From an optimization exercise on the open Yosys and OpenROAD flow, aimed at small area; shortcuts taken in it are not production practice.
In this exercise RTL edits were held to simulation tests only and were not proved equivalent to the original.
Power and IR drop assume default switching activity.

===== config.mk =====
export PLATFORM = sky130hd
export DESIGN_NAME = game_core
export DESIGN_NICKNAME = game_core
export VERILOG_FILES = /design/flow/design.v
export SDC_FILE = /design/flow/constraint.sdc
export NUM_CORES = 4
export LEC_CHECK = 0
export CAP_MARGIN = 20
export CORE_MARGIN = 2
export CORE_UTILIZATION = 40
export SLEW_MARGIN = 20

===== flow/synth.tcl.in =====
# The standard flow's synthesis (synth_recipe.tcl) with ABC given an area-oriented script
proc synth {args} { yosys synth -nofsm -noshare {*}$args }
proc abc {args} {
  set i [lsearch -exact $args -script]
  if {$i >= 0} { set args [lreplace $args [expr {$i + 1}] [expr {$i + 1}] {@ABC@}] }
  yosys abc {*}$args
}
source $::env(SCRIPTS_DIR)/synth.tcl
# left out here: clear keep_hierarchy, flatten, clean up, hide names made inside functions, write 1_2_yosys.v

===== flow/area.abc =====
strash
dc2
dch -f
amap
strash
dc2
dch -f
amap

===== flow/run.sh =====
#!/bin/bash
# Own layout flow: the standard flow, with
#  - synthesis mapped by ABC with an area script and no separate full/half
#    adder extraction (the registers and their cells are unchanged);
#  - clock tree synthesis without dummy loads.
# Each step's full output goes to a log file in the work folder.
set -euo pipefail
W=$(pwd)
sed "s|@ABC@|$W/flow/area.abc|" flow/synth.tcl.in > "$W/own_synth.tcl"
bash standard.sh SYNTH_SCRIPT="$W/own_synth.tcl" ADDER_MAP_FILE= synth > "$W/own_synth.log" 2>&1
bash standard.sh "CTS_ARGS=-sink_clustering_enable -repair_clock_nets -dont_use_dummy_load" finish > "$W/own_layout.log" 2>&1

===== constraint.sdc =====
create_clock -name core_clock -period 10.0 [get_ports {slower_clk}]
set_input_delay 2.0000 -clock core_clock [delete_from_list [all_inputs] [get_ports {slower_clk}]]
set_output_delay 2.0000 -clock core_clock [all_outputs]
set_load 0.01 [all_outputs]

===== standard.sh =====
#!/bin/bash
# synth_recipe.tcl (not shown) runs the flow's synth.tcl, then flattens the netlist and writes it again
# the make line also repeats each setting of config.mk as NAME=value (left out here)
make -C /OpenROAD-flow-scripts/flow DESIGN_CONFIG=/design/flow/config.mk WORK_HOME=/design/flow/orfs CLKGATE_MAP_FILE= SYNTH_SCRIPT=/design/flow/synth_recipe.tcl "${@:-finish}"

===== design.v =====
package geom_pkg;
  typedef logic [10:0] coord_x_t;
  typedef logic [9:0]  coord_y_t;
  localparam coord_x_t screen_width = 11'd1279;
  localparam int player_min_x = 10;
  localparam int player_max_x = 400;
  localparam int player_min_y = 10;
  localparam int player_max_y = 757;
  localparam int player_step  = 4;
  localparam coord_x_t player_start_x = 11'd100;
  localparam coord_y_t player_start_y = 10'd110;
  localparam int player_w = 47;
  localparam int player_h = 32;
  localparam int pipe_w   = 100;
  localparam int pipe_h   = 30;
  localparam int goodie_w = 20;
  localparam int goodie_h = 20;
  localparam int max_pipes   = 10;
  localparam int max_goodies = 9;
  localparam logic [max_pipes*11-1:0] pipe_start_x_flat = {
    11'd1280, 11'd1200, 11'd1280, 11'd1100, 11'd950,
    11'd800, 11'd650, 11'd500, 11'd450, 11'd400
  };
  localparam logic [max_pipes*10-1:0] pipe_start_y_flat = {
    10'd320, 10'd450, 10'd510, 10'd630, 10'd750,
    10'd620, 10'd520, 10'd400, 10'd300, 10'd200
  };
  localparam logic [max_goodies*11-1:0] goodie_start_x_flat = {
    11'd1150, 11'd1050, 11'd950, 11'd850, 11'd750,
    11'd650, 11'd550, 11'd450, 11'd350
  };
  localparam logic [max_goodies*10-1:0] goodie_start_y_flat = {
    10'd710, 10'd555, 10'd637, 10'd490, 10'd560,
    10'd380, 10'd400, 10'd300, 10'd200
  };
endpackage
package game_pkg;
  typedef enum logic [1:0] {
    state_idle = 2'b00,
    state_play = 2'b01,
    state_lose = 2'b10,
    state_win  = 2'b11
  } game_state_t;
  typedef logic [3:0] score_t;
  localparam int default_win_score = 9;
endpackage
`timescale 1ns/1ps
package gc_fn;
  function automatic logic ge12(logic [11:0] x, logic [11:0] c);
    logic r;
    r = 1'b1;
    for (int k = 0; k < 12; k++) r = (x[k] & r) | (~c[k] & (x[k] | r));
    ge12 = r;
  endfunction
  function automatic logic le12(logic [11:0] x, logic [11:0] c);
    logic r;
    r = 1'b1;
    for (int k = 0; k < 12; k++) r = (~x[k] & r) | (c[k] & (~x[k] | r));
    le12 = r;
  endfunction
  function automatic logic win12(logic [11:0] x, logic [11:0] lo, logic [11:0] hi);
    win12 = ge12(x, lo) & le12(x, hi);
  endfunction
  function automatic logic [11:0] add12(logic [11:0] a, logic [11:0] b);
    add12 = add12c(a, b, 1'b0);
  endfunction
  function automatic logic [11:0] add12c(logic [11:0] a, logic [11:0] b, logic ci);
    logic c;
    c = ci;
    for (int k = 0; k < 12; k++) begin
      add12c[k] = a[k] ^ b[k] ^ c;
      c = (a[k] & b[k]) | (c & (a[k] ^ b[k]));
    end
  endfunction
endpackage
module gc_player (
  input  logic       clk, init, play,
  input  logic       btn_up, btn_down, btn_left, btn_right,
  output logic [6:0] kx,
  output logic [7:0] ky,
  output logic       mv_l, mv_r
);
  logic mv_up, mv_dn, mv_lf, mv_rt, mv_y, mv_x;
  assign mv_up = btn_up & gc_fn::ge12({4'd0, ky}, 12'd3);
  assign mv_dn = ~btn_up & btn_down & gc_fn::le12({4'd0, ky}, 12'd187);
  assign mv_lf = ~btn_up & ~btn_down & btn_left & gc_fn::ge12({5'd0, kx}, 12'd4);
  assign mv_rt = ~btn_up & ~btn_down & ~btn_left & btn_right & gc_fn::le12({5'd0, kx}, 12'd99);
  assign mv_y  = play & (mv_up | mv_dn);
  assign mv_x  = play & (mv_lf | mv_rt);
  assign mv_l  = play & mv_lf;
  assign mv_r  = play & mv_rt;
  logic [7:0] ky_n;
  logic [6:0] kx_n;
  always_comb begin
    logic t;
    t = mv_y;
    for (int k = 0; k < 8; k++) begin
      ky_n[k] = ky[k] ^ t;
      t = t & (ky[k] ^ mv_up);
    end
    t = mv_x;
    for (int k = 0; k < 7; k++) begin
      kx_n[k] = kx[k] ^ t;
      t = t & (kx[k] ^ mv_lf);
    end
  end
  always_ff @(posedge clk) begin
    if (init) begin
      kx <= 7'd25;
      ky <= 8'd27;
    end else begin
      ky <= ky_n;
      kx <= kx_n;
    end
  end
endmodule
module gc_rate (
  input  logic       clk, init,
  output logic       tick,
  output logic [9:1] pstep
);
  logic [9:0] base;
  assign tick = (base == 10'd690);
  always_ff @(posedge clk) begin
    if (init || tick) begin
      base <= 10'd0;
    end else begin
      base <= {base[8:0], ~(base[9] ^ base[6])};
    end
  end
  logic [2:0] r8;
  logic [1:0] r3, r9h;   
  logic [2:0] r5, r7;
  always_ff @(posedge clk) begin
    if (init) begin
      r8  <= '0;
      r3  <= '0;
      r9h <= '0;
      r5  <= '0;
      r7  <= '0;
    end else if (tick) begin
      case (r8)
        3'd0: r8 <= 3'd1; 3'd1: r8 <= 3'd2; 3'd2: r8 <= 3'd3; 3'd3: r8 <= 3'd4;
        3'd4: r8 <= 3'd5; 3'd5: r8 <= 3'd6; 3'd6: r8 <= 3'd7; default: r8 <= 3'd0;
      endcase
      case (r3)
        2'd0: r3 <= 2'd1; 2'd1: r3 <= 2'd2; default: r3 <= 2'd0;
      endcase
      if (r3[1]) begin
        case (r9h)
          2'd0: r9h <= 2'd1; 2'd1: r9h <= 2'd2; default: r9h <= 2'd0;
        endcase
      end
      case (r5)
        3'd0: r5 <= 3'd1; 3'd1: r5 <= 3'd2; 3'd2: r5 <= 3'd3; 3'd3: r5 <= 3'd4;
        default: r5 <= 3'd0;
      endcase
      case (r7)
        3'd0: r7 <= 3'd1; 3'd1: r7 <= 3'd2; 3'd2: r7 <= 3'd3; 3'd3: r7 <= 3'd4;
        3'd4: r7 <= 3'd5; 3'd5: r7 <= 3'd6; default: r7 <= 3'd0;
      endcase
    end
  end
  assign pstep[1] = r8[0];
  assign pstep[2] = r3[1];
  assign pstep[3] = r8[1] & r8[0];
  assign pstep[4] = r5[2];
  assign pstep[5] = r8[0] & r3[1];
  assign pstep[6] = r7[2] & r7[1];
  assign pstep[7] = r8[2] & r8[1] & r8[0];
  assign pstep[8] = r3[1] & r9h[1];
  assign pstep[9] = r8[0] & r5[2];
endmodule
module gc_pipe #(parameter logic [10:0] START = 11'd0) (
  input  logic        clk, init, step,
  output logic [10:0] x
);
  logic [10:0] x_n;
  always_comb begin
    logic t;
    t = step;
    for (int k = 0; k < 11; k++) begin
      x_n[k] = x[k] ^ t;
      t = t & ~x[k];
    end
    if (t) begin
      x_n[9] = 1'b0;
      x_n[8] = 1'b0;
    end
  end
  always_ff @(posedge clk) begin
    if (init) x <= START;
    else      x <= x_n;
  end
endmodule
module gc_rel (
  input  logic       clk, init, tick,
  input  logic       mv_l, mv_r,      
  input  logic [6:0] kx,
  input  logic [7:0] ky,
  output logic [8:0] gov,
  output logic       hit0
);
  logic [3:0] qj, qj_n;
  logic [6:0] qr, qr_n;
  always_comb begin
    logic [11:0] s12;
    logic [7:0] s;      
    logic       neg, over, top;
    s12 = gc_fn::add12c({5'd0, qr}, {{9{mv_l}}, mv_l | mv_r, 2'b00}, tick);
    s = s12[7:0];
    neg  = s[7];
    top  = (qj == 4'd12);
    over = ~neg & (top ? gc_fn::ge12({4'd0, s}, 12'd80) : gc_fn::ge12({4'd0, s}, 12'd100));
    qj_n = qj;
    qr_n = s[6:0];
    if (over) begin
      qr_n = top ? 7'(s - 8'd80) : 7'(s - 8'd100);
      qj_n = top ? 4'd0 : qj + 4'd1;
    end else if (neg) begin
      qr_n = (qj == 4'd0) ? 7'(s + 8'd80) : 7'(s + 8'd100);
      qj_n = (qj == 4'd0) ? 4'd12 : qj - 4'd1;
    end
  end
  always_ff @(posedge clk) begin
    if (init) begin
      qj <= 4'd1;
      qr <= 7'd0;
    end else begin
      qj <= qj_n;
      qr <= qr_n;
    end
  end
  function automatic int GY(int j);
    case (j)
      0: GY = 200; 1: GY = 300; 2: GY = 400; 3: GY = 380; 4: GY = 560;
      5: GY = 490; 6: GY = 637; 7: GY = 555; default: GY = 710;
    endcase
  endfunction
  logic [11:0] py;
  assign py = {2'b00, ky, 2'b10};
  logic rlo, rhi;
  assign rlo = gc_fn::ge12({5'd0, qr}, 12'd4);
  always_comb begin
    case (kx)
      7'd0:    rhi = gc_fn::le12({5'd0, qr}, 12'd50);
      7'd1:    rhi = gc_fn::le12({5'd0, qr}, 12'd54);
      7'd2:    rhi = gc_fn::le12({5'd0, qr}, 12'd58);
      7'd3:    rhi = gc_fn::le12({5'd0, qr}, 12'd62);
      7'd4:    rhi = gc_fn::le12({5'd0, qr}, 12'd66);
      default: rhi = gc_fn::le12({5'd0, qr}, 12'd69);
    endcase
  end
  always_comb begin
    for (int j = 0; j < 9; j++) begin
      gov[j] = gc_fn::win12(py, 12'(GY(j) - 31), 12'(GY(j) + 19)) &
               (qj == 4'(3 + j)) & rlo & rhi;
    end
  end
  assign hit0 = gc_fn::win12(py, 12'd169, 12'd229) &
                (((qj == 4'd3) & gc_fn::ge12({5'd0, qr}, 12'd54)) |
                 ((qj == 4'd4) & gc_fn::le12({5'd0, qr}, {3'b000, kx, 2'b00})));
endmodule
module gc_lanes (
  input  logic [6:0]  kx,
  input  logic [7:0]  ky,
  input  logic [98:0] pxs,    
  output logic        hit
);
  function automatic int PY(int i);
    case (i)
      1: PY = 300; 2: PY = 400; 3: PY = 520; 4: PY = 620; 5: PY = 750;
      6: PY = 630; 7: PY = 510; 8: PY = 450; default: PY = 320;
    endcase
  endfunction
  logic [11:0] py;
  assign py = {2'b00, ky, 2'b10};
  logic [9:1] prow;
  always_comb begin
    for (int i = 1; i <= 9; i++) begin
      prow[i] = gc_fn::win12(py, 12'(PY(i) - 31), 12'(PY(i) + 29));
    end
  end
  logic [10:0] xa, xb;
  assign xa = ({11{prow[1]}} & pxs[0 +: 11]) | ({11{prow[2]}} & pxs[11 +: 11]) |
              ({11{prow[4]}} & pxs[33 +: 11]) | ({11{prow[5]}} & pxs[44 +: 11]) |
              ({11{prow[7]}} & pxs[66 +: 11]);
  assign xb = ({11{prow[3]}} & pxs[22 +: 11]) | ({11{prow[6]}} & pxs[55 +: 11]) |
              ({11{prow[8]}} & pxs[77 +: 11]) | ({11{prow[9]}} & pxs[88 +: 11]);
  logic [11:0] c, ea, eb;
  assign c  = gc_fn::add12(~{3'b000, kx, 2'b00}, 12'd100);
  assign ea = gc_fn::add12({1'b0, xa}, c);
  assign eb = gc_fn::add12({1'b0, xb}, c);
  assign hit = ((prow[1] | prow[2] | prow[4] | prow[5] | prow[7]) & gc_fn::le12(ea, 12'd145)) |
               ((prow[3] | prow[6] | prow[8] | prow[9]) & gc_fn::le12(eb, 12'd145));
endmodule
module gc_game (
  input  logic       clk, reset, start,
  input  logic [8:0] gov,
  input  logic       hit,
  output logic       play, init,
  output logic [3:0] score,
  output logic       collided,
  output logic [1:0] state
);
  assign play = ~state[1] & state[0];
  assign init = reset | ~(state[1] | state[0]);
  logic won;
  assign won = score[3] & score[0];    
  always_ff @(posedge clk) begin
    if (reset) begin
      state <= 2'd0;
    end else begin
      case (state)
        2'd0: if (start) state <= 2'd1;
        2'd1: begin
          if (collided)    state <= 2'd2;
          else if (won)    state <= 2'd3;
          else if (!start) state <= 2'd0;
        end
        default: if (!start) state <= 2'd0;
      endcase
    end
  end
  logic [8:0] taken;
  logic [8:0] newt;
  assign newt = gov & ~taken;
  logic [3:0] score_n;
  always_comb begin
    logic t;
    t = play & (|newt);    
    for (int k = 0; k < 4; k++) begin
      score_n[k] = score[k] ^ t;
      t = t & score[k];
    end
  end
  always_ff @(posedge clk) begin
    if (init) begin
      collided <= 1'b0;
      taken    <= '0;
      score    <= '0;
    end else begin
      collided <= collided | (play & hit);
      taken    <= taken | gov;
      score    <= score_n;
    end
  end
endmodule
module game_core #(
  parameter int n_pipes     = geom_pkg::max_pipes,
  parameter int n_goodies   = geom_pkg::max_goodies,
  parameter int move_period = 1000,
  parameter int win_score   = game_pkg::default_win_score
) (
  input  logic        slower_clk,
  input  logic        reset,
  input  logic        btn_up,
  input  logic        btn_down,
  input  logic        btn_left,
  input  logic        btn_right,
  input  logic        start,
  output logic [10:0] player_x,
  output logic [9:0]  player_y,
  output logic [3:0]  score,
  output logic        collided,
  output logic [1:0]  state
);
  logic        play, init, tick, hit0, hitl, mv_l, mv_r;
  logic [9:1]  pstep;
  logic [6:0]  kx;
  logic [7:0]  ky;
  logic [8:0]  gov;
  logic [98:0] pxs;
  assign player_x = {2'b00, kx, 2'b00};
  assign player_y = {ky, 2'b10};
  gc_player u_player (
    .clk(slower_clk), .init, .play, .btn_up, .btn_down, .btn_left, .btn_right, .kx, .ky, .mv_l, .mv_r
  );
  gc_rate u_rate (.clk(slower_clk), .init, .tick, .pstep);
  gc_pipe #(.START(11'd450))  u_pipe1 (.clk(slower_clk), .init, .step(tick & pstep[1]), .x(pxs[0 +: 11]));
  gc_pipe #(.START(11'd500))  u_pipe2 (.clk(slower_clk), .init, .step(tick & pstep[2]), .x(pxs[11 +: 11]));
  gc_pipe #(.START(11'd650))  u_pipe3 (.clk(slower_clk), .init, .step(tick & pstep[3]), .x(pxs[22 +: 11]));
  gc_pipe #(.START(11'd800))  u_pipe4 (.clk(slower_clk), .init, .step(tick & pstep[4]), .x(pxs[33 +: 11]));
  gc_pipe #(.START(11'd950))  u_pipe5 (.clk(slower_clk), .init, .step(tick & pstep[5]), .x(pxs[44 +: 11]));
  gc_pipe #(.START(11'd1100)) u_pipe6 (.clk(slower_clk), .init, .step(tick & pstep[6]), .x(pxs[55 +: 11]));
  gc_pipe #(.START(11'd1280)) u_pipe7 (.clk(slower_clk), .init, .step(tick & pstep[7]), .x(pxs[66 +: 11]));
  gc_pipe #(.START(11'd1200)) u_pipe8 (.clk(slower_clk), .init, .step(tick & pstep[8]), .x(pxs[77 +: 11]));
  gc_pipe #(.START(11'd1280)) u_pipe9 (.clk(slower_clk), .init, .step(tick & pstep[9]), .x(pxs[88 +: 11]));
  gc_rel u_rel (.clk(slower_clk), .init, .tick, .mv_l, .mv_r, .kx, .ky, .gov, .hit0);
  gc_lanes u_lanes (.kx, .ky, .pxs, .hit(hitl));
  gc_game u_game (
    .clk(slower_clk), .reset, .start, .gov, .hit(hit0 | hitl),
    .play, .init, .score, .collided, .state
  );
endmodule

==> results.yml, run 1 <==
die:
  die_y_um: 145
  core_area_sq_mm: 0.0195
  rows: 51
  die_w_um: 145
  start_util: 0.409
  ios: 35
  dieArea_sq_mm: 0.0211
sta:
  fin_crit_sh: 0.569
  period_needed_ps: 5690
  slew_headroom: 0.323
  hold_viol: 0
  fmax_mhz: 176
  slew_violations: 0
  tightest_slew_ps: 1010
  timing.setup.tns_ps: 0
  fin_skew_ps: 24.5
  finalSetupViolCount: 0
  rsz0062_at_grt: "false"
worst_hold_path:
  hold_class: "reg2reg"
  hold_start: "u_rate.base[2]"
  holdPathStages: 2
  hold_path_end: "u_rate.base[3]"
power:
  p_int_uw: 958
  cellLeakagePower_uw: 0.00298
  switching_share: 0.210
  p_switching_uw: 255
  p_seq_frac: 0.541
  p_per_area_mw_per_mm2: 134
  power_frac_clock: 0.435
  max-vdd-ir-drop_v: 0.0000977
  p_total_uw: 1210
  pwr-share-comb: 0.024
place:
  io_buffers: 28
  place_congestion: 0.930
  placedInstanceArea_sq_mm: 0.00865
  dp_hpwl_um: 14800
clock_tree:
  clk_pin_slew_ps: 70
  cts_setup_buffers: 0
  htreeDepth: 4
  cts_resized: 0
  clock-sinks: 164
  insertion_delay_ps: 430
  holdBufCountCts: 0
  cts_tree: "built"
  clock_path_buffers: 2
  cts_made_buffers: 17
  clockRootBuffer: "clkbuf_16"
critical_path:
  worst-setup-path-type: "in2reg"
  rr_endpoint: "u_game.collided"
  worst_setup_path_start_kind: "input pin"
  arrival_ps: 6030
  cp_max_fo: 7
  rrSetupSlack_ps: 4630
  cp-end-kind: "flip-flop"
  reg2reg_from: "u_player.ky[5]"
  cp.required_ps: 10340
  r2r_cells: 27
logic_synthesis:
  synth-edff-count: 0
  netlist_instances: 1106
  yosys_register_bits: 164
  yosys_most_used_dff: "dfxtp_1"
  yosysUniqueCellTypes: 45
  ys.warnings.count: 13
  netlist_area_sq_mm: 0.00798
  synthArstFlopShare: 0
  avgSynthCellArea_sq_um: 7.22
  ys_seq_area_frac: 0.411
layout:
  fillers: 1997
  antennaDiodeCount: 0
  syn_to_final_growth_pct: 13.7
  layout-drive-gt1-share: 0.0259
  fin_area_sq_mm: 0.00907
  final_util: 0.465
  nNetsFinal: 1168
  mostFrequentLayoutCells: "258 x nor2_1, 166 x clkinv_1, 164 x dfxtp_1"
  mostFrequentLayoutCell: "nor2_1"
detailed_routing:
  avgViaCountPerCell: 5.30
  route.detailed.drc: 0
  drt_iter0_markers: 594
  finalWirelength_um: 20100
  vias: 7545
  antenna_left: 0
  dr.pass1.iters: 6
  routedWlPerCell_um: 14.1
grt:
  grt_use_total: 0.193
  grt_overflow: 0
  grt_pass1_wl_um: 33600
  grt_max_degree: 69
  antenna_found_initial: 0
  grt_pass1_vias: 6781
status:
  status: "finished clean"
job:
  drv_cap: 0
==> routing by layer <==
layer  wire [um]  up-vias  track usage
li1            -     3981            -
met1        9860     3372        0.272
met2        9030      171        0.307
met3         974       21       0.0343
met4         191        0       0.0466
met5           0        -            0
==> how the worst max path moves through the flow <==
stage / startpoint / to / slack [ps] / cells after the start
after floorplan: reset / u_rate.r7[1] / 4080 / 4
after global placement: btn_up / u_rel.qj[2] / 4040 / 21
after detailed placement: btn_up / u_rel.qj[2] / 3940 / 21
after CTS: btn_up / u_rel.qj[2] / 4390 / 21
after global routing: btn_up / u_rel.qj[3] / 3870 / 21
final: btn_up / u_rel.qj[2] / 4310 / 21
==> registers in the layout, indices dropped and copies added (netlist names), 10 cells and up <==
register / flops
u_pipe1.x: 11
u_pipe2.x: 11
u_pipe3.x: 11
u_pipe4.x: 11
u_pipe5.x: 11
u_pipe6.x: 11
u_pipe7.x: 11
u_pipe8.x: 11
u_pipe9.x: 11
u_rate.base: 10
==> power by group through the flow <==
stage / Sequential, uW / Clock (uW) / Combinational (uW)
2_1_floorplan: 670 / 0 / 19.9
3_3_place_gp: 670 / 0 / 29.6
3_5_place_dp: 670 / 0 / 29.6
4_1_cts: 656 / 542 / 29.7
5_1_grt: 655 / 566 / 33.1
6_report: 656 / 527 / 29.6
==> area by class of cell <==
| type | count | area [sq um] | area share |
|---|---|---|---|
| sequential | 164 | 3280 | 0.362 |
| timing repair buffer | 38 | 355 | 0.0392 |
| multi-input combinational | 773 | 4050 | 0.446 |
| clock buffer | 17 | 425 | 0.0469 |
| inverter | 167 | 628 | 0.0692 |
| tap | 265 | 332 | 0.0365 |
==> worst max-delay path, cell delays in order <==
cell             delay (ps)
clkdlybuf4s50_1         510
clkinv_1                130
nand4_1                 250
nor2_1                  150
a41oi_1                 340
nor2_1                   90
a21oi_1                 160
and3_1                  200
or2_0                   130
nand2_1                  70
o21ai_0                 100
nand2_1                  90
o21ai_0                 100
nand2_1                 110
o21a_1                  130
o221ai_1                520
nand2_1                 260
nor2_1                  200
clkinv_1                100
o221a_1                 230
nor3_1                  150
==> Yosys cell counts (12+ instances only) <==
| library cell | number | area, sq um |
|---|---|---|
| o21ai_0 | 63 | 315 |
| a222oi_1 | 14 | 140 |
| clkinv_1 | 167 | 627 |
| a211oi_1 | 15 | 113 |
| o21a_1 | 38 | 285 |
| a22oi_1 | 12 | 90.1 |
| dfxtp_1 | 164 | 3280 |
| nand2_1 | 97 | 364 |
| nor4_1 | 17 | 106 |
| o211ai_1 | 21 | 158 |
| o221ai_1 | 19 | 166 |
| nor3_1 | 34 | 170 |
| a21oi_1 | 67 | 335 |
| nor2_1 | 259 | 972 |
==> cells by family after synthesis <==
kind of cell / Yosys count / synth area share
AOI/OAI and AO/OA: 308 / 0.261
buffers and inverters: 173 / 0.0842
DFF: 164 / 0.411
other: 2 / 0.000941
and+or+nand+nor: 459 / 0.243
==> through the flow <==
step           hold WS, ps  instances  setup slack, ps
4_1_cts                447       1424             4390
6_report               443       1424             4310
2_1_floorplan          414       1110             4080
3_3_place_gp           431       1407             4040
3_5_place_dp           436       1407             3940
5_1_grt                459       1424             3870
==> run 2: changes to the inputs <==
==> flow/run.sh (replaced) <==
#!/bin/bash
# Own layout flow: the standard flow, with
#  - synthesis mapped by ABC with an area script and no separate full/half
#    adder extraction (the registers and their cells are unchanged);
#  - clock tree synthesis without dummy loads, with smaller clock buffers
#    and larger sink clusters;
#  - the port buffers (every input and output still gets one) made with the
#    smallest buffer cell.
# Each step's full output goes to a log file in the work folder.
set -euo pipefail
W=$(pwd)
sed "s|@ABC@|$W/flow/area.abc|" flow/synth.tcl.in > "$W/own_synth.tcl"
bash standard.sh SYNTH_SCRIPT="$W/own_synth.tcl" ADDER_MAP_FILE= synth > "$W/own_synth.log" 2>&1
bash standard.sh \
  "CTS_ARGS=-sink_clustering_enable -repair_clock_nets -dont_use_dummy_load -buf_list sky130_fd_sc_hd__clkbuf_8 -sink_clustering_size 30 -sink_clustering_max_diameter 100" \
  "BUFFER_PORTS_ARGS=-buffer_cell sky130_fd_sc_hd__buf_1" \
  finish > "$W/own_layout.log" 2>&1
==> results.yml, run 2 <==
detailed_routing:
  antenna_left: 0
  vias: 7611
  routedWlPerCell_um: 14.2
  finalWirelength_um: 20200
  route.detailed.drc: 0
  dr.pass1.iters: 5
  avgViaCountPerCell: 5.35
  drt_iter0_markers: 580
sta:
  fmax_mhz: 184
  holdWs_ps: 448
  hold_viol: 0
  finalSetupViolCount: 0
  rsz0062_at_grt: "false"
  fin_crit_sh: 0.545
  slew_headroom: 0.267
  timing.final.ws_setup_ps: 4550
  tightest_slew_ps: 1090
  timing.setup.tns_ps: 0
  fin_skew_ps: 40.4
  slew_violations: 0
  period_needed_ps: 5450
critical_path:
  crit_path_frequent_cell: "nor2_1"
  arrival_ps: 5760
  critPathSlowestCell: "nor3_1"
  cp-end-kind: "flip-flop"
  worst_setup_path_start_kind: "flip-flop"
  cp_max_fo: 9
  worst-setup-path-type: "reg2reg"
  critPathMaxStageDelay_ps: 890
  cp.required_ps: 10310
logic_synthesis:
  yosys.area.top_type: "dfxtp_1"
  synth_top_area_share: 0.411
  yosysUniqueCellTypes: 45
  avgSynthCellArea_sq_um: 7.22
  ys.warnings.count: 13
  synthArstFlopShare: 0
  synth_common_cells: "259 x nor2_1, 167 x clkinv_1, 164 x dfxtp_1, 97 x nand2_1, 67 x a21oi_1"
  netlist_area_sq_mm: 0.00798
  yosysMostFrequentCell: "nor2_1"
  synthTopCellsByArea: "dfxtp_1 41%, nor2_1 12%, clkinv_1 7.9%, nand2_1 4.6%, a21oi_1 4.2%"
  synth-edff-count: 0
  ys_seq_area_frac: 0.411
  netlist_instances: 1106
  yosys_register_bits: 164
  yosys_most_used_dff: "dfxtp_1"
grt:
  grt_use_total: 0.195
  grt_pass1_wl_um: 33800
  grt_pass1_vias: 6884
  grt_max_degree: 64
  grt_overflow: 0
  antenna_found_initial: 0
clock_tree:
  clock-sinks: 164
  htreeDepth: 4
  cts_made_buffers: 17
  cts_resized: 0
  clk_pin_slew_ps: 110
  cts_tree: "built"
  cts_setup_buffers: 0
  clock_path_buffers: 2
  holdBufCountCts: 0
  insertion_delay_ps: 480
  clockRootBuffer: "clkbuf_8"
layout:
  layout-drive-gt1-share: 0.0250
  seq_area_sq_mm: 0.00328
  final_util: 0.445
  syn_to_final_growth_pct: 9.00
  fillers: 2052
  mostFrequentLayoutCells: "258 x nor2_1, 166 x clkinv_1, 164 x dfxtp_1"
  final_cells: 1423
  nNetsFinal: 1167
  antennaDiodeCount: 0
  mostFrequentLayoutCell: "nor2_1"
  multi_input_area_sq_mm: 0.00405
die:
  die_y_um: 145
  die_w_um: 145
  ios: 35
  start_util: 0.409
  rows: 51
  core_area_sq_mm: 0.0195
  dieArea_sq_mm: 0.0211
status:
  status: "finished clean"
place:
  place_congestion: 0.923
  dp_hpwl_um: 15000
  dpl_worst_slack_ps: 4280
  io_buffers: 28
  place_inst: 1406
job:
  drv_cap: 0
power:
  max-vdd-ir-drop_v: 0.0000763
  p_per_area_mw_per_mm2: 120
  cellLeakagePower_uw: 0.00281
worst_hold_path:
  hold_class: "reg2reg"
run 2: cell count changes in the layout (fill, tap and decap cells not counted):
cell	previous run	this run
buf_1	0	28
clkbuf_16	17	0
clkdlybuf4s50_1	28	0
clkbuf_8	0	17
buf_4	10	9
run 2: area by class of cell:
type,count,share of cell area
Sequential cell,164,0.377
Tap cell,265,0.0381
Clock buffer,17,0.0269
Timing Repair Buffer,37,0.0199
Inverter,167,0.0722
Multi-Input combinational cell,773,0.465
run 2: cell families after synthesis:
kind of cell           Yosys count  share of synthesized area
DFF                            164                      0.411
buffers and inverters          173                     0.0842
AOI/OAI and AO/OA              308                      0.261
other                            2                   0.000941
and+or+nand+nor                459                      0.243
run 2: path summary, 6_finish.rpt:
check	startpoint	end	slack [ps]	depth (start not counted)
setup / recovery	u_player.ky[6]	u_game.collided	4550	29
hold / removal	u_rate.base[2]	u_rate.base[3]	450	2
setup reg to reg	u_player.ky[6]	u_game.collided	4550	29
hold reg to reg	u_rate.base[2]	u_rate.base[3]	450	2
run 2: layer usage:
layer | global-route usage | part of all wire
met2 | 0.303 | 0.43
met5 | 0 | 0
met3 | 0.0368 | 0.051
met4 | 0.0735 | 0.026
met1 | 0.268 | 0.49
run 2: through the flow:
step	power [uW]	instance area, sq um
6_report	1050	8700
4_1_cts	1060	8700
5_1_grt	1090	8700
2_1_floorplan	690	8000
3_3_place_gp	698	8460
3_5_place_dp	698	8460
run 2: power breakdown:
part / switching (uW) / total [uW] / internal (uW)
Clock: 213 / 363 / 150
Sequential: 1.24 / 655 / 654
Combinational: 21.6 / 28.0 / 6.46
Total: 236 / 1050 / 810
run 2: critical path, delay by kind of cell (launching register included):
| family | cells | cell delay, ps |
|---|---|---|
| AOI/OAI and AO/OA | 10 | 1310 |
| and+or+nand+nor | 15 | 2600 |
| buffers and inverters | 4 | 960 |
| DFF | 1 | 440 |
==> run 3: changes to the inputs <==
==> run.sh (new file) <==
#!/bin/bash
# synth_recipe.tcl (not shown) runs the flow's synth.tcl, then flattens the netlist and writes it again
# the make line also repeats each setting of config.mk as NAME=value (left out here)
make -C /OpenROAD-flow-scripts/flow DESIGN_CONFIG=/design/flow/config.mk WORK_HOME=/design/flow/orfs CLKGATE_MAP_FILE= SYNTH_SCRIPT=/design/flow/synth_recipe.tcl finish
removed: flow/run.sh
removed: flow/area.abc
removed: flow/synth.tcl.in
removed: standard.sh
==> results.yml, run 3 <==
logic_synthesis:
  synthTopCellsByArea: "dfxtp_1 35%, ha_1 17%, inv_1 5.6%, fa_1 4.9%, nor2_1 4.4%"
  synth-edff-count: 0
  yosysMostFrequentCell: "dfxtp_1"
  netlist_area_sq_mm: 0.00946
  synth_common_cells: "164 x dfxtp_1, 142 x inv_1, 128 x ha_1, 112 x nor2_1, 88 x nand2_1"
  yosys.area.top_type: "dfxtp_1"
  yosysUniqueCellTypes: 79
  yosys_most_used_dff: "dfxtp_1"
  avgSynthCellArea_sq_um: 8.77
  ys_seq_area_frac: 0.347
  synthArstFlopShare: 0
  yosys_register_bits: 164
  ys.warnings.count: 13
  netlist_instances: 1078
  synth_top_area_share: 0.347
clock_tree:
  htreeDepth: 4
  cts_made_buffers: 17
  insertion_delay_ps: 450
  clock-sinks: 164
  holdBufCountCts: 0
  cts_tree: "built"
  clk_pin_slew_ps: 90
  cts_resized: 0
  clockRootBuffer: "clkbuf_16"
  clock_path_buffers: 2
  cts_setup_buffers: 0
sta:
  slew_headroom: 0.443
  hold_viol: 0
  fin_skew_ps: 27.4
  rsz0062_at_grt: "false"
  period_needed_ps: 6620
  timing.setup.tns_ps: 0
  fin_crit_sh: 0.662
  finalSetupViolCount: 0
  tightest_slew_ps: 835
  slew_violations: 0
  fmax_mhz: 151
  holdWs_ps: 451
critical_path:
  cp-end-kind: "flip-flop"
  arrival_ps: 6940
  worst-setup-path-type: "in2reg"
  cp.required_ps: 10320
  worst_setup_path_start_kind: "input pin"
  cp_max_fo: 10
power:
  p_per_area_mw_per_mm2: 129
  max-vdd-ir-drop_v: 0.0000875
  cellLeakagePower_uw: 0.00440
detailed_routing:
  antenna_left: 0
  vias: 7242
  route.detailed.drc: 0
  routedWlPerCell_um: 14.2
  drt_iter0_markers: 417
  dr.pass1.iters: 5
  avgViaCountPerCell: 5.12
  finalWirelength_um: 20000
layout:
  antennaDiodeCount: 0
  layout-drive-gt1-share: 0.0584
  fin_area_sq_mm: 0.0106
  fillers: 2325
  syn_to_final_growth_pct: 12.1
  nNetsFinal: 1240
  mostFrequentLayoutCells: "164 x dfxtp_1, 142 x inv_1, 128 x ha_1"
  mostFrequentLayoutCell: "dfxtp_1"
die:
  ios: 35
  start_util: 0.405
  rows: 56
  dieArea_sq_mm: 0.0249
  die_w_um: 158
  die_y_um: 158
  core_area_sq_mm: 0.0233
grt:
  grt_max_degree: 67
  grt_overflow: 0
  grt_pass1_vias: 6960
  grt_pass1_wl_um: 33800
  antenna_found_initial: 0
  grt_use_total: 0.171
place:
  dp_hpwl_um: 14000
  place_congestion: 0.830
  placedInstanceArea_sq_mm: 0.00998
  io_buffers: 28
status:
  status: "finished clean"
worst_hold_path:
  hold_class: "reg2reg"
job:
  drv_cap: 0
run 3: cell types whose count changed after synthesis, moves of 24 or more:
| cell | previous run | this run |
|---|---|---|
| ha_1 | 0 | 128 |
| clkbuf_1 | 0 | 40 |
| a21oi_1 | 67 | 43 |
| o21a_1 | 38 | 3 |
| clkinv_1 | 167 | 0 |
| o21ai_0 | 63 | 29 |
| nor2_1 | 259 | 112 |
| inv_1 | 0 | 142 |
run 3: layout make-up:
| class | instances | area [sq um] | area share |
|---|---|---|---|
| Clock buffer | 17 | 425 | 0.0401 |
| Clock inverter | 15 | 199 | 0.0188 |
| Inverter | 143 | 537 | 0.0506 |
| Multi-Input combinational cell | 718 | 5410 | 0.510 |
| Sequential cell | 164 | 3280 | 0.310 |
| Tap cell | 319 | 399 | 0.0376 |
| Timing Repair Buffer | 38 | 355 | 0.0335 |
run 3: metal layers:
| layer | GRT usage | routed length, um | vias to the layer above |
|---|---|---|---|
| met1 | 0.226 | 9630 | 3403 |
| met3 | 0.0328 | 780 | 16 |
| met5 | 0 | 0 | - |
| met2 | 0.283 | 9380 | 142 |
| met4 | 0.0485 | 233 | 0 |
| li1 | - | - | 3681 |
run 3: where the power goes:
group          switching (uW)  internal, uW
Combinational            23.5          11.7
Sequential               1.61           653
Clock                     334           343
Total                     359          1010
run 3: worst paths after layout:
kind,from,end,slack (ps),cells after the start
hold / removal,u_rate.base[8],u_rate.base[9],450,1
setup / recovery,btn_left,u_rel.qj[1],3380,18
setup reg to reg,u_player.ky[3],u_game.collided,3520,23
hold reg to reg,u_rate.base[8],u_rate.base[9],450,1
run 3: logic make-up (layout without fill, tap and decap cells):
group	Yosys count	after routing	share of synthesized area
buf+inv	200	213	0.0848
mux	5	5	0.00582
xor+xnor	25	25	0.0251
fa+ha+maj	152	152	0.219
other cells	2	6	0.000794
flops	164	164	0.347
compound gates	182	182	0.138
simple gates	348	348	0.179
run 3: worst max-delay path, cell delays in order:
cell	delay, ps
clkdlybuf4s50_1	650
inv_1	60
o311ai_0	430
nor2_1	170
inv_1	110
fa_1	170
inv_1	50
fa_1	410
fa_1	430
fa_1	720
inv_1	140
ha_1	210
and4b_1	230
a31oi_1	60
nor2_1	510
mux2_2	400
a21oi_1	140
nor2_1	50
run 3: per-stage QoR:
stage / cells / total power (uW) / setup WS, ps / util
after CTS: 1414 / 1390 / 3420 / 0.454
after global routing: 1414 / 1420 / 2990 / 0.454
after global placement: 1382 / 705 / 3020 / 0.428
after detailed placement: 1382 / 706 / 2950 / 0.428
after floorplan: 1082 / 696 / 4030 / -
final: 1414 / 1370 / 3380 / 0.454
==> run 4: changes to the inputs <==
--- a/design.v
+++ b/design.v
@@ -118,2 +118,3 @@
   input  logic       clk, init,
+  input  logic [2:0] r8,           
   output logic       tick,
@@ -130,3 +131,2 @@
   end
-  logic [2:0] r8;
   logic [1:0] r3, r9h;   
@@ -135,3 +135,2 @@
     if (init) begin
-      r8  <= '0;
       r3  <= '0;
@@ -141,6 +140,2 @@
     end else if (tick) begin
-      case (r8)
-        3'd0: r8 <= 3'd1; 3'd1: r8 <= 3'd2; 3'd2: r8 <= 3'd3; 3'd3: r8 <= 3'd4;
-        3'd4: r8 <= 3'd5; 3'd5: r8 <= 3'd6; 3'd6: r8 <= 3'd7; default: r8 <= 3'd0;
-      endcase
       case (r3)
@@ -201,23 +196,29 @@
   output logic [8:0] gov,
-  output logic       hit0
+  output logic       hit0,
+  output logic [2:0] t8       
 );
   logic [3:0] qj, qj_n;
-  logic [6:0] qr, qr_n;
+  logic [4:0] qa, qa_n;
+  logic [1:0] qb, qb_n;
   always_comb begin
     logic [11:0] s12;
-    logic [7:0] s;      
-    logic       neg, over, top;
-    s12 = gc_fn::add12c({5'd0, qr}, {{9{mv_l}}, mv_l | mv_r, 2'b00}, tick);
-    s = s12[7:0];
-    neg  = s[7];
+    logic [5:0]  s;     
+    logic        cb, dec, neg, over, top, bot;
+    cb   = tick & qb[1] & qb[0];
+    qb_n = {qb[1] ^ (tick & qb[0]), qb[0] ^ tick};
+    dec  = mv_l & ~cb;
+    s12  = gc_fn::add12c({7'd0, qa}, {{10{dec}}, dec | (mv_r & cb), dec | (~mv_l & (mv_r ^ cb))}, 1'b0);
+    s    = s12[5:0];
     top  = (qj == 4'd12);
-    over = ~neg & (top ? gc_fn::ge12({4'd0, s}, 12'd80) : gc_fn::ge12({4'd0, s}, 12'd100));
+    bot  = (qj == 4'd0);
+    neg  = s[5];
+    over = ~neg & (top ? gc_fn::ge12({6'd0, s}, 12'd20) : gc_fn::ge12({6'd0, s}, 12'd25));
     qj_n = qj;
-    qr_n = s[6:0];
+    qa_n = s[4:0];
     if (over) begin
-      qr_n = top ? 7'(s - 8'd80) : 7'(s - 8'd100);
+      qa_n = top ? 5'(s - 6'd20) : 5'(s - 6'd25);
       qj_n = top ? 4'd0 : qj + 4'd1;
     end else if (neg) begin
-      qr_n = (qj == 4'd0) ? 7'(s + 8'd80) : 7'(s + 8'd100);
-      qj_n = (qj == 4'd0) ? 4'd12 : qj - 4'd1;
+      qa_n = bot ? 5'd19 : 5'd24;
+      qj_n = bot ? 4'd12 : qj - 4'd1;
     end
@@ -227,8 +228,13 @@
       qj <= 4'd1;
-      qr <= 7'd0;
+      qa <= 5'd0;
+      qb <= 2'd0;
     end else begin
       qj <= qj_n;
-      qr <= qr_n;
+      qa <= qa_n;
+      qb <= qb_n;
     end
   end
+  logic [6:0] qr;     
+  assign qr = {qa, qb};
+  assign t8 = {qj[0] ^ qa[0] ^ kx[0], qb};
   function automatic int GY(int j);
@@ -289,8 +295,12 @@
               ({11{prow[8]}} & pxs[77 +: 11]) | ({11{prow[9]}} & pxs[88 +: 11]);
-  logic [11:0] c, ea, eb;
-  assign c  = gc_fn::add12(~{3'b000, kx, 2'b00}, 12'd100);
-  assign ea = gc_fn::add12({1'b0, xa}, c);
-  assign eb = gc_fn::add12({1'b0, xb}, c);
-  assign hit = ((prow[1] | prow[2] | prow[4] | prow[5] | prow[7]) & gc_fn::le12(ea, 12'd145)) |
-               ((prow[3] | prow[6] | prow[8] | prow[9]) & gc_fn::le12(eb, 12'd145));
+  logic [11:0] da, db, ea, eb;
+  assign da = gc_fn::add12c({3'b000, xa[10:2]}, ~{5'b00000, kx}, 1'b1);
+  assign db = gc_fn::add12c({3'b000, xb[10:2]}, ~{5'b00000, kx}, 1'b1);
+  assign ea = {da[9:0], xa[1:0]};
+  assign eb = {db[9:0], xb[1:0]};
+  function automatic logic near(logic [11:0] e);
+    near = e[11] ? gc_fn::ge12(e, 12'(4096 - 99)) : gc_fn::le12(e, 12'd46);
+  endfunction
+  assign hit = ((prow[1] | prow[2] | prow[4] | prow[5] | prow[7]) & near(ea)) |
+               ((prow[3] | prow[6] | prow[8] | prow[9]) & near(eb));
 endmodule
@@ -369,2 +379,3 @@
   logic [9:1]  pstep;
+  logic [2:0]  t8;
   logic [6:0]  kx;
@@ -378,3 +389,3 @@
   );
-  gc_rate u_rate (.clk(slower_clk), .init, .tick, .pstep);
+  gc_rate u_rate (.clk(slower_clk), .init, .r8(t8), .tick, .pstep);
   gc_pipe #(.START(11'd450))  u_pipe1 (.clk(slower_clk), .init, .step(tick & pstep[1]), .x(pxs[0 +: 11]));
@@ -388,3 +399,3 @@
   gc_pipe #(.START(11'd1280)) u_pipe9 (.clk(slower_clk), .init, .step(tick & pstep[9]), .x(pxs[88 +: 11]));
-  gc_rel u_rel (.clk(slower_clk), .init, .tick, .mv_l, .mv_r, .kx, .ky, .gov, .hit0);
+  gc_rel u_rel (.clk(slower_clk), .init, .tick, .mv_l, .mv_r, .kx, .ky, .gov, .hit0, .t8);
   gc_lanes u_lanes (.kx, .ky, .pxs, .hit(hitl));
==> flow/run.sh (new file) <==
#!/bin/bash
# Own layout flow: the standard flow, with
#  - synthesis mapped by ABC with an area script and no separate full/half
#    adder extraction (the registers and their cells are unchanged);
#  - clock tree synthesis without dummy loads, with smaller clock buffers
#    and larger sink clusters;
#  - the port buffers (every input and output still gets one) made with the
#    smallest buffer cell.
# Each step's full output goes to a log file in the work folder.
set -euo pipefail
W=$(pwd)
sed "s|@ABC@|$W/flow/area.abc|" flow/synth.tcl.in > "$W/own_synth.tcl"
bash standard.sh SYNTH_SCRIPT="$W/own_synth.tcl" ADDER_MAP_FILE= synth > "$W/own_synth.log" 2>&1
bash standard.sh \
  "CTS_ARGS=-sink_clustering_enable -repair_clock_nets -dont_use_dummy_load -buf_list sky130_fd_sc_hd__clkbuf_8 -sink_clustering_size 30 -sink_clustering_max_diameter 100" \
  "BUFFER_PORTS_ARGS=-buffer_cell sky130_fd_sc_hd__buf_1" \
  finish > "$W/own_layout.log" 2>&1
==> flow/area.abc (new file) <==
strash
dc2
dch -f
amap
strash
dc2
dch -f
amap
==> flow/synth.tcl.in (new file) <==
# The standard flow's synthesis (synth_recipe.tcl) with ABC given an area-oriented script
proc synth {args} { yosys synth -nofsm -noshare {*}$args }
proc abc {args} {
  set i [lsearch -exact $args -script]
  if {$i >= 0} { set args [lreplace $args [expr {$i + 1}] [expr {$i + 1}] {@ABC@}] }
  yosys abc {*}$args
}
source $::env(SCRIPTS_DIR)/synth.tcl
# left out here: clear keep_hierarchy, flatten, clean up, hide names made inside functions, write 1_2_yosys.v
==> standard.sh (new file) <==
#!/bin/bash
# synth_recipe.tcl (not shown) runs the flow's synth.tcl, then flattens the netlist and writes it again
# the make line also repeats each setting of config.mk as NAME=value (left out here)
make -C /OpenROAD-flow-scripts/flow DESIGN_CONFIG=/design/flow/config.mk WORK_HOME=/design/flow/orfs CLKGATE_MAP_FILE= SYNTH_SCRIPT=/design/flow/synth_recipe.tcl "${@:-finish}"
--- a/config.mk
+++ b/config.mk
@@ -9,3 +9,3 @@
 export CORE_MARGIN = 2
-export CORE_UTILIZATION = 40
+export CORE_UTILIZATION = 70
 export SLEW_MARGIN = 20
removed: run.sh
==> results.yml, run 4 <==
layout:
  nNetsFinal: 1152
  final_cells: 1283
  antennaDiodeCount: 0
  layout-drive-gt1-share: 0.0236
  syn_to_final_growth_pct: 7.10
  mostFrequentLayoutCell: "nor2_1"
  mostFrequentLayoutCells: "246 x nor2_1, 161 x dfxtp_1, 156 x clkinv_1"
logic_synthesis:
  yosysMostFrequentCell: "nor2_1"
  synth-edff-count: 0
  yosys_most_used_dff: "dfxtp_1"
  ys_seq_area_frac: 0.410
  netlist_area_sq_mm: 0.00786
  netlist_instances: 1092
  ys.warnings.count: 13
  synthArstFlopShare: 0
  yosys.area.top_type: "dfxtp_1"
  synth_common_cells: "246 x nor2_1, 161 x dfxtp_1, 157 x clkinv_1, 116 x nand2_1, 64 x o21ai_0"
  yosys_register_bits: 161
  synth_top_area_share: 0.410
  avgSynthCellArea_sq_um: 7.20
  synthTopCellsByArea: "dfxtp_1 41%, nor2_1 12%, clkinv_1 7.5%, nand2_1 5.5%, o21a_1 4.6%"
  yosysUniqueCellTypes: 41
critical_path:
  setup.worst_path.start: "u_rate.base[3]"
  arrival_ps: 5820
  reg2reg_from: "u_rate.base[3]"
  rr_endpoint: "u_rel.qa[1]"
  cp-end-kind: "flip-flop"
  critPathCapture: "u_rel.qa[1]"
  worst_setup_path_start_kind: "flip-flop"
  cp.required_ps: 10370
  r2r_cells: 23
  rrSetupSlack_ps: 4550
  worst-setup-path-type: "reg2reg"
  cp_max_fo: 10
die:
  rows: 38
  die_y_um: 110
  dieArea_sq_mm: 0.0121
  ios: 35
  core_area_sq_mm: 0.0109
  die_w_um: 110
  start_util: 0.722
sta:
  timing.setup.tns_ps: 0
  fin_skew_ps: 27.8
  fin_crit_sh: 0.545
  rsz0062_at_grt: "false"
  finalSetupViolCount: 0
  fmax_mhz: 183
  slew_violations: 0
  tightest_slew_ps: 906
  period_needed_ps: 5450
  hold_viol: 0
  slew_headroom: 0.391
detailed_routing:
  wl_met1_um: 8450
  route.detailed.drc: 0
  antenna_left: 0
  drt_iter0_markers: 748
  met3_length_um: 1340
  top_layer: "met4"
  routedWlPerCell_um: 14.9
  vias: 7730
  met2_length_um: 8660
  finalWirelength_um: 19100
  avgViaCountPerCell: 6.02
  dr.pass1.iters: 7
grt:
  grt_use_total: 0.324
  grt_pass1_wl_um: 30700
  grt_max_degree: 80
  grt_overflow: 0
  grt_pass1_vias: 6790
  antenna_found_initial: 0
clock_tree:
  cts_tree: "built"
  insertion_delay_ps: 460
  holdBufCountCts: 0
  clk_pin_slew_ps: 80
  cts_resized: 0
  cts_made_buffers: 17
  clock_path_buffers: 2
  clock-sinks: 161
  cts_setup_buffers: 0
  clockRootBuffer: "clkbuf_8"
  htreeDepth: 4
worst_hold_path:
  hold_class: "reg2reg"
place:
  dp_hpwl_um: 13900
  place_inst: 1266
  io_buffers: 28
  place_congestion: 1.02
job:
  drv_cap: 0
power:
  max-vdd-ir-drop_v: 0.000131
  p_per_area_mw_per_mm2: 121
  cellLeakagePower_uw: 0.00279
status:
  status: "finished clean"
-- run 4: cell count changes in the layout (fill, tap and decap cells not counted), moves of 19 or more --
cell / previous run / this run
and2_1: 19 / 0
buf_1: 0 / 28
clkdlybuf4s50_1: 28 / 0
clkinv_1: 0 / 156
fa_1: 23 / 0
ha_1: 128 / 0
inv_1: 142 / 0
nand2_1: 88 / 116
nor2_1: 111 / 246
o21a_1: 3 / 48
o21ai_0: 29 / 64
o221ai_1: 1 / 20
xnor2_1: 20 / 0
-- run 4: metrics by stage --
| stage | worst slack (ps) | total power [uW] | hold slack, ps | util | area [sq um] |
|---|---|---|---|---|---|
| 6_report | 4550 | 1020 | 436 | 0.774 | 8420 |
| 3_3_place_gp | 4320 | 683 | 426 | 0.752 | 8190 |
| 4_1_cts | 4600 | 1020 | 442 | 0.774 | 8420 |
| 5_1_grt | 3750 | 1050 | 454 | 0.774 | 8420 |
| 3_5_place_dp | 4230 | 683 | 429 | 0.752 | 8190 |
| 2_1_floorplan | 3800 | 676 | 412 | - | 7880 |
-- run 4: final cells by class --
cell class / count / area, sq um
Clock buffer: 17 / 234
Fill cell: 875 / 2470
Inverter: 157 / 591
Multi-Input combinational cell: 772 / 4030
Sequential cell: 161 / 3220
Tap cell: 140 / 175
Timing Repair Buffer: 36 / 165
-- run 4: where the power goes --
group	switching, uW	total [uW]	internal [uW]
registers	1.01	643	642
logic	19.7	26.0	6.22
clock network	203	353	150
-- run 4: cells by family (layout without fill, tap and decap cells) --
logic type             after synthesis  count (layout)  share of synthesized area
AO/OA/AOI/OAI                      300             300                      0.260
buffers and inverters              163             210                     0.0807
flip-flops                         161             161                      0.410
other                                2               6                   0.000955
AND/OR/NAND/NOR                    466             466                      0.249
-- run 4: layer usage --
metal | up-vias | GRT usage
met5 | - | 0
met4 | 0 | 0.153
met3 | 55 | 0.0670
met2 | 277 | 0.521
met1 | 3491 | 0.418
li1 | 3907 | -
-- run 4: how the worst min path moves through the flow --
stage | startpoint | to | depth (start not counted)
after floorplan | u_rate.base[2] | u_rate.base[3] | 2
after global placement | u_rate.base[2] | u_rate.base[3] | 2
after detailed placement | u_rate.base[2] | u_rate.base[3] | 2
after CTS | u_rate.base[2] | u_rate.base[3] | 2
after global routing | u_rate.base[2] | u_rate.base[3] | 2
final | u_rate.base[2] | u_rate.base[3] | 2
-- run 4: worst max-delay path: stages (launching register included) --
cell and delay [ps]:
dfxtp_1 310, clkinv_1 60, nand4_1 100, nor3_1 750, clkinv_1 510, nor2_1 370, clkinv_1 210, nand2_1 190
clkinv_1 180, a21oi_1 220, nor2_1 60, a21oi_1 150, nand2_1 80, o21ai_0 100, nand2_1 90, o21ai_0 110
nand2_1 100, o21ai_0 120, clkinv_1 150, o221ai_1 410, clkinv_1 250, or2_0 410, or2_0 270, a31oi_1 160
==> run 5: changes to the inputs <==
--- a/config.mk
+++ b/config.mk
@@ -9,3 +9,3 @@
 export CORE_MARGIN = 2
-export CORE_UTILIZATION = 70
+export CORE_UTILIZATION = 40
 export SLEW_MARGIN = 20
==> results.yml, run 5 <==
sta:
  finalSetupViolCount: 0
  fin_skew_ps: 31.2
  slew_violations: 0
  rsz0062_at_grt: "false"
  fin_crit_sh: 0.557
  timing.setup.tns_ps: 0
  fmax_mhz: 180
  tightest_slew_ps: 813
  period_needed_ps: 5570
  hold_viol: 0
  slew_headroom: 0.444
detailed_routing:
  antenna_left: 0
  vias: 7283
  dr.pass1.iters: 5
  routedWlPerCell_um: 13.8
  finalWirelength_um: 19500
  avgViaCountPerCell: 5.17
  drt_iter0_markers: 478
  route.detailed.drc: 0
critical_path:
  worst-path-buf-inv: 6
  cp-end-kind: "flip-flop"
  critPathMaxStageDelay_ps: 450
  cp.required_ps: 10370
  crit_chain: "buf_1 -> clkinv_1 -> nand2_1 -> nor2_1 -> clkinv_1 -> nor2_1 -> nand2_1 -> clkinv_1 -> a21oi_1 -> a21oi_1 -> nand2_1 -> o21ai_0 -> nand2_1 -> o21ai_0 -> nand2_1 -> o21ai_0 -> clkinv_1 -> o221ai_1 -> clkinv_1 -> or2_0 -> or2_0 -> a31oi_1"
  crit_family: "simple AND/OR/NAND/NOR gates"
  critPathSlowestCell: "o221ai_1"
  cp_max_fo: 9
  worst-setup-path-type: "in2reg"
  worst_setup_path_start_kind: "input pin"
  arrival_ps: 5940
power:
  p_total_uw: 1030
  cellLeakagePower_uw: 0.00280
  max-vdd-ir-drop_v: 0.0000741
  p_per_area_mw_per_mm2: 120
place:
  place_congestion: 0.857
  placedInstanceArea_sq_mm: 0.00836
  io_buffers: 28
  dp_hpwl_um: 14600
logic_synthesis:
  netlist_area_sq_mm: 0.00786
  netlist_instances: 1092
  synth_common_cells: "246 x nor2_1, 161 x dfxtp_1, 157 x clkinv_1, 116 x nand2_1, 64 x o21ai_0"
  yosysUniqueCellTypes: 41
  avgSynthCellArea_sq_um: 7.20
  synthTopCellsByArea: "dfxtp_1 41%, nor2_1 12%, clkinv_1 7.5%, nand2_1 5.5%, o21a_1 4.6%"
  synthArstFlopShare: 0
  synth-edff-count: 0
  yosysMostFrequentCell: "nor2_1"
  yosys_most_used_dff: "dfxtp_1"
  synth_top_area_share: 0.410
  ys_seq_area_frac: 0.410
  yosys.area.top_type: "dfxtp_1"
  ys.warnings.count: 13
  yosys_register_bits: 161
grt:
  grt_max_degree: 64
  grt_pass1_vias: 6566
  antenna_found_initial: 0
  grt_pass1_wl_um: 32500
  grt_use_total: 0.198
  grt_overflow: 0
die:
  dieArea_sq_mm: 0.0208
  rows: 51
  core_area_sq_mm: 0.0194
  ios: 35
  start_util: 0.405
  die_y_um: 144
  die_w_um: 144
layout:
  antennaDiodeCount: 0
  fin_area_sq_mm: 0.00859
  nNetsFinal: 1154
  layout-drive-gt1-share: 0.0253
  mostFrequentLayoutCell: "nor2_1"
  seq_area_sq_mm: 0.00322
  final_util: 0.443
  fillers: 2034
  multi_input_area_sq_mm: 0.00403
  mostFrequentLayoutCells: "246 x nor2_1, 161 x dfxtp_1, 156 x clkinv_1"
  syn_to_final_growth_pct: 9.28
clock_tree:
  insertion_delay_ps: 460
  cts_setup_buffers: 0
  clk_pin_slew_ps: 90
  cts_tree: "built"
  clockRootBuffer: "clkbuf_8"
  htreeDepth: 4
  clock-sinks: 161
  cts_resized: 0
  cts_made_buffers: 17
  holdBufCountCts: 0
  clock_path_buffers: 2
status:
  status: "finished clean"
worst_hold_path:
  hold_class: "reg2reg"
job:
  drv_cap: 0
run 5: changes by cell type in the layout (fill, tap and decap cells not counted):
cell,change
buf_4,+2
run 5: final cells by class:
type | count | area share
multi-input combinational | 772 | 0.469
sequential | 161 | 0.375
inverter | 157 | 0.0687
tap | 265 | 0.0386
clock buffer | 17 | 0.0272
timing repair buffer | 38 | 0.0210
run 5: final timing paths:
kind / from / to / slack (ps) / cells past startpoint
setup / recovery: btn_up / u_rel.qa[1] / 4430 / 22
hold / removal: u_rate.base[2] / u_rate.base[3] / 430 / 2
setup reg to reg: u_player.ky[5] / u_game.collided / 4790 / 27
hold reg to reg: u_rate.base[2] / u_rate.base[3] / 430 / 2
run 5: where the power goes:
| part | switching, uW | internal [uW] | total (uW) | leakage (uW) |
|---|---|---|---|---|
| clock network | 209 | 150 | 359 | 0.000122 |
| registers | 1.00 | 642 | 643 | 0.00130 |
| logic | 20.1 | 6.23 | 26.4 | 0.00138 |
run 5: kinds of logic after synthesis:
kind of cell,Yosys count,synth area share
buffers and inverters,163,0.0807
other,2,0.000955
DFF,161,0.410
AOI/OAI and AO/OA,300,0.260
and+or+nand+nor,466,0.249
run 5: through the flow:
stage	worst slack [ps]	instances	hold slack, ps
after floorplan	3800	1096	412
after global placement	4250	1393	429
after detailed placement	4090	1393	423
after CTS	4550	1410	423
after global routing	3980	1410	456
final	4430	1410	428
run 5: worst register-to-register path, cell delays in order, from the launching register on:
cell and delay, ps:
dfxtp_1 640, clkinv_1 320, nor2_1 250, clkinv_1 120, o2111ai_1 270, clkinv_1 480
a222oi_1 420, o21ai_0 210, nor2b_1 190, nor3_1 150, nor2_1 80, nand2_1 80
nand2_1 80, nand2_1 90, nand2_1 70, nand2_1 90, nand2_1 70, o21a_1 190
nor4_1 270, clkinv_1 100, a2111oi_0 340, a41oi_1 80, a21o_1 160, o21ai_0 120
nor2_1 70, nor2_1 90, nor2_1 50, nor2_1 80
run 5: per-layer routing:
metal	global-route usage	routed length [um]	up-vias
met5	0	0	-
met4	0.0480	259	0
met3	0.0404	945	26
met2	0.320	8480	173
met1	0.273	9830	3161
li1	-	-	3923
==> run 6: changes to the inputs <==
--- a/flow/run.sh
+++ b/flow/run.sh
@@ -2,3 +2,4 @@
 # Own layout flow: the standard flow, with
-#  - synthesis mapped by ABC with an area script and no separate full/half
+#  - synthesis mapped by ABC with an area script (SAT-based deep synthesis,
+#    then area mapping) and no separate full/half
 #    adder extraction (the registers and their cells are unchanged);
==> flow/area.abc (replaced) <==
strash
&get -n
&deepsyn -T 120
&put
dch -f
amap
strash
&get -n
&deepsyn -T 120
&put
dch -f
amap
--- a/config.mk
+++ b/config.mk
@@ -9,3 +9,3 @@
 export CORE_MARGIN = 2
-export CORE_UTILIZATION = 40
+export CORE_UTILIZATION = 70
 export SLEW_MARGIN = 20
==> results.yml, run 6 <==
grt:
  grt_use_total: 0.322
  grt_pass1_wl_um: 29900
  grt_pass1_vias: 6585
  antenna_found_initial: 0
  grt_overflow: 0
  grt_max_degree: 75
layout:
  final_util: 0.758
  final_cells: 1223
  antennaDiodeCount: 0
  layout-drive-gt1-share: 0.0231
  nNetsFinal: 1092
  mostFrequentLayoutCells: "246 x nor2_1, 161 x dfxtp_1, 131 x clkinv_1"
  fillers: 861
  mostFrequentLayoutCell: "nor2_1"
  syn_to_final_growth_pct: 7.00
worst_hold_path:
  hold_start: "u_rate.base[8]"
  hold_class: "reg2reg"
power:
  p_per_area_mw_per_mm2: 126
  cellLeakagePower_uw: 0.00271
  max-vdd-ir-drop_v: 0.000109
logic_synthesis:
  ys.warnings.count: 13
  synth_top_area_share: 0.423
  synthTopCellsByArea: "dfxtp_1 42%, nor2_1 12%, clkinv_1 6.5%, nand2_1 4.6%, a21oi_1 4.3%"
  yosysUniqueCellTypes: 46
  yosys.area.top_type: "dfxtp_1"
  yosysMostFrequentCell: "nor2_1"
  synth_common_cells: "247 x nor2_1, 161 x dfxtp_1, 132 x clkinv_1, 93 x nand2_1, 66 x a21oi_1"
  yosys_most_used_dff: "dfxtp_1"
  netlist_area_sq_mm: 0.00762
  synthArstFlopShare: 0
  netlist_instances: 1034
  avgSynthCellArea_sq_um: 7.37
  synth-edff-count: 0
  yosys_register_bits: 161
  ys_seq_area_frac: 0.423
detailed_routing:
  dr.pass1.iters: 5
  route.detailed.drc: 0
  antenna_left: 0
  avgViaCountPerCell: 5.99
  finalWirelength_um: 18100
  drt_iter0_markers: 785
  vias: 7329
  routedWlPerCell_um: 14.8
clock_tree:
  cts_tree: "built"
  htreeDepth: 4
  clockRootBuffer: "clkbuf_8"
  cts_made_buffers: 17
  clock_path_buffers: 2
  clock-sinks: 161
  holdBufCountCts: 0
  insertion_delay_ps: 460
  cts_setup_buffers: 0
  clk_pin_slew_ps: 80
  cts_resized: 0
sta:
  slew_headroom: 0.415
  tightest_slew_ps: 855
  period_needed_ps: 5620
  slew_violations: 0
  hold_viol: 0
  fmax_mhz: 178
  fin_skew_ps: 22.0
  fin_crit_sh: 0.562
  rsz0062_at_grt: "false"
  timing.setup.tns_ps: 0
  finalSetupViolCount: 0
critical_path:
  arrival_ps: 5960
  cp_max_fo: 6
  worst_setup_path_start_kind: "input pin"
  cp.required_ps: 10350
  worst-setup-path-type: "in2reg"
  cp-end-kind: "flip-flop"
  reg2reg_from: "u_player.ky[2]"
  setup.worst_path.start: "btn_up"
place:
  dp_hpwl_um: 12800
  place_congestion: 0.947
  io_buffers: 28
  place_inst: 1206
status:
  status: "finished clean"
die:
  rows: 38
  die_y_um: 108
  core_area_sq_mm: 0.0107
  die_w_um: 108
  start_util: 0.709
  dieArea_sq_mm: 0.0117
  ios: 35
job:
  drv_cap: 0
==> run 6: cell type report <==
class | instances | area [sq um] | area share
multi-input combinational | 739 | 3870 | 0.475
sequential | 161 | 3220 | 0.396
inverter | 132 | 497 | 0.0610
clock buffer | 17 | 234 | 0.0287
tap | 140 | 175 | 0.0215
timing repair buffer | 34 | 150 | 0.0184
==> run 6: critical path, cell delays in order <==
cell and delay, ps:
buf_1 100, or3_1 400, nor3_1 420, clkinv_1 210, nand2_1 190, nor2_1 60
a21oi_1 150, nand2_1 80, o21ai_0 150, a21oi_1 130, nor2b_1 160, a21boi_0 190
o21a_1 140, nor3_1 60, nor3_1 410, clkinv_1 280, nor2_1 140, nor2_1 80
nor3_1 230, o22ai_1 130, a211oi_1 260
==> run 6: per-stage QoR <==
stage                     instance area [sq um]  hold slack, ps  setup WS, ps  power (uW)
after global placement                     7920             411          4120         688
after floorplan                            7630             403          3820         681
final                                      8150             429          4380        1030
after CTS                                  8150             433          4440        1030
after global routing                       8150             448          3780        1060
after detailed placement                   7920             417          4000         689
==> run 6: path summary, 6_finish.rpt <==
path                                   endpoint  depth (start not counted)  slack, ps
worst max-delay path                u_rel.qj[1]                         21       4380
worst max register to register  u_game.collided                         24       4570
worst min-delay path             u_rate.base[9]                          2        430
worst min register to register   u_rate.base[9]                          2        430
==> run 6: per-layer routing <==
| layer | part of all wire | GRT usage |
|---|---|---|
| met5 | 0 | 0 |
| met4 | 0.029 | 0.142 |
| met1 | 0.44 | 0.406 |
| met2 | 0.47 | 0.532 |
| met3 | 0.062 | 0.0693 |
==> run 6: logic make-up after synthesis <==
logic type | share of synthesized area
flip-flops | 0.423
AO/OA/AOI/OAI | 0.258
buffers and inverters | 0.0710
other | 0.000986
AND/OR/NAND/NOR | 0.247
==> run 6: report_power, final <==
| group | internal (uW) | switching, uW | total (uW) | leakage [uW] |
|---|---|---|---|---|
| sequential | 642 | 1.91 | 644 | 0.00130 |
| combinational | 8.04 | 22.6 | 30.6 | 0.00129 |
| clock | 150 | 203 | 353 | 0.000122 |

[port drivers added, routing unchanged]
In the flow no input, the clock included, has a driving cell. The finished layouts below were timed again as built, in two steps.
Step 1 assumes that a clkbuf_16 drives the clock port and a buf_2 every other input.
Step 2 moves the port delays by t, midway between the first and last clock arrival at a register: inputs arrive t later, outputs are due t later. That takes back most of the time a late clock gives input paths.
a / b / c = no drivers / after step 1 / after step 2; a / b = the first two.
run | t, ns | slack for setup (ns) | worst setup path at the end | worst register clock-pin slew, ns | worst data-port slew with drivers (ns)
run 1 | 0.458 | 4.311 / 4.333 / 3.875 | input to register | 0.07 / 0.07 | 0.03
run 2 | 0.499 | 4.555 / 4.555 / 4.186 | input to register | 0.11 / 0.11 | 0.03
run 3 | 0.477 | 3.384 / 3.403 / 2.927 | input to register | 0.09 / 0.09 | 0.05
run 4 | 0.488 | 4.549 / 4.549 / 4.082 | input to register | 0.09 / 0.09 | 0.03
run 5 | 0.487 | 4.430 / 4.441 / 3.954 | input to register | 0.09 / 0.09 | 0.04
run 6 | 0.490 | 4.383 / 4.402 / 3.912 | input to register | 0.08 / 0.08 | 0.04
After both steps setup and hold are still met in every run listed. For run 5, which loses most, drivers alone change the setup slack by +0.011 ns; drivers and shift together by -0.476 ns.
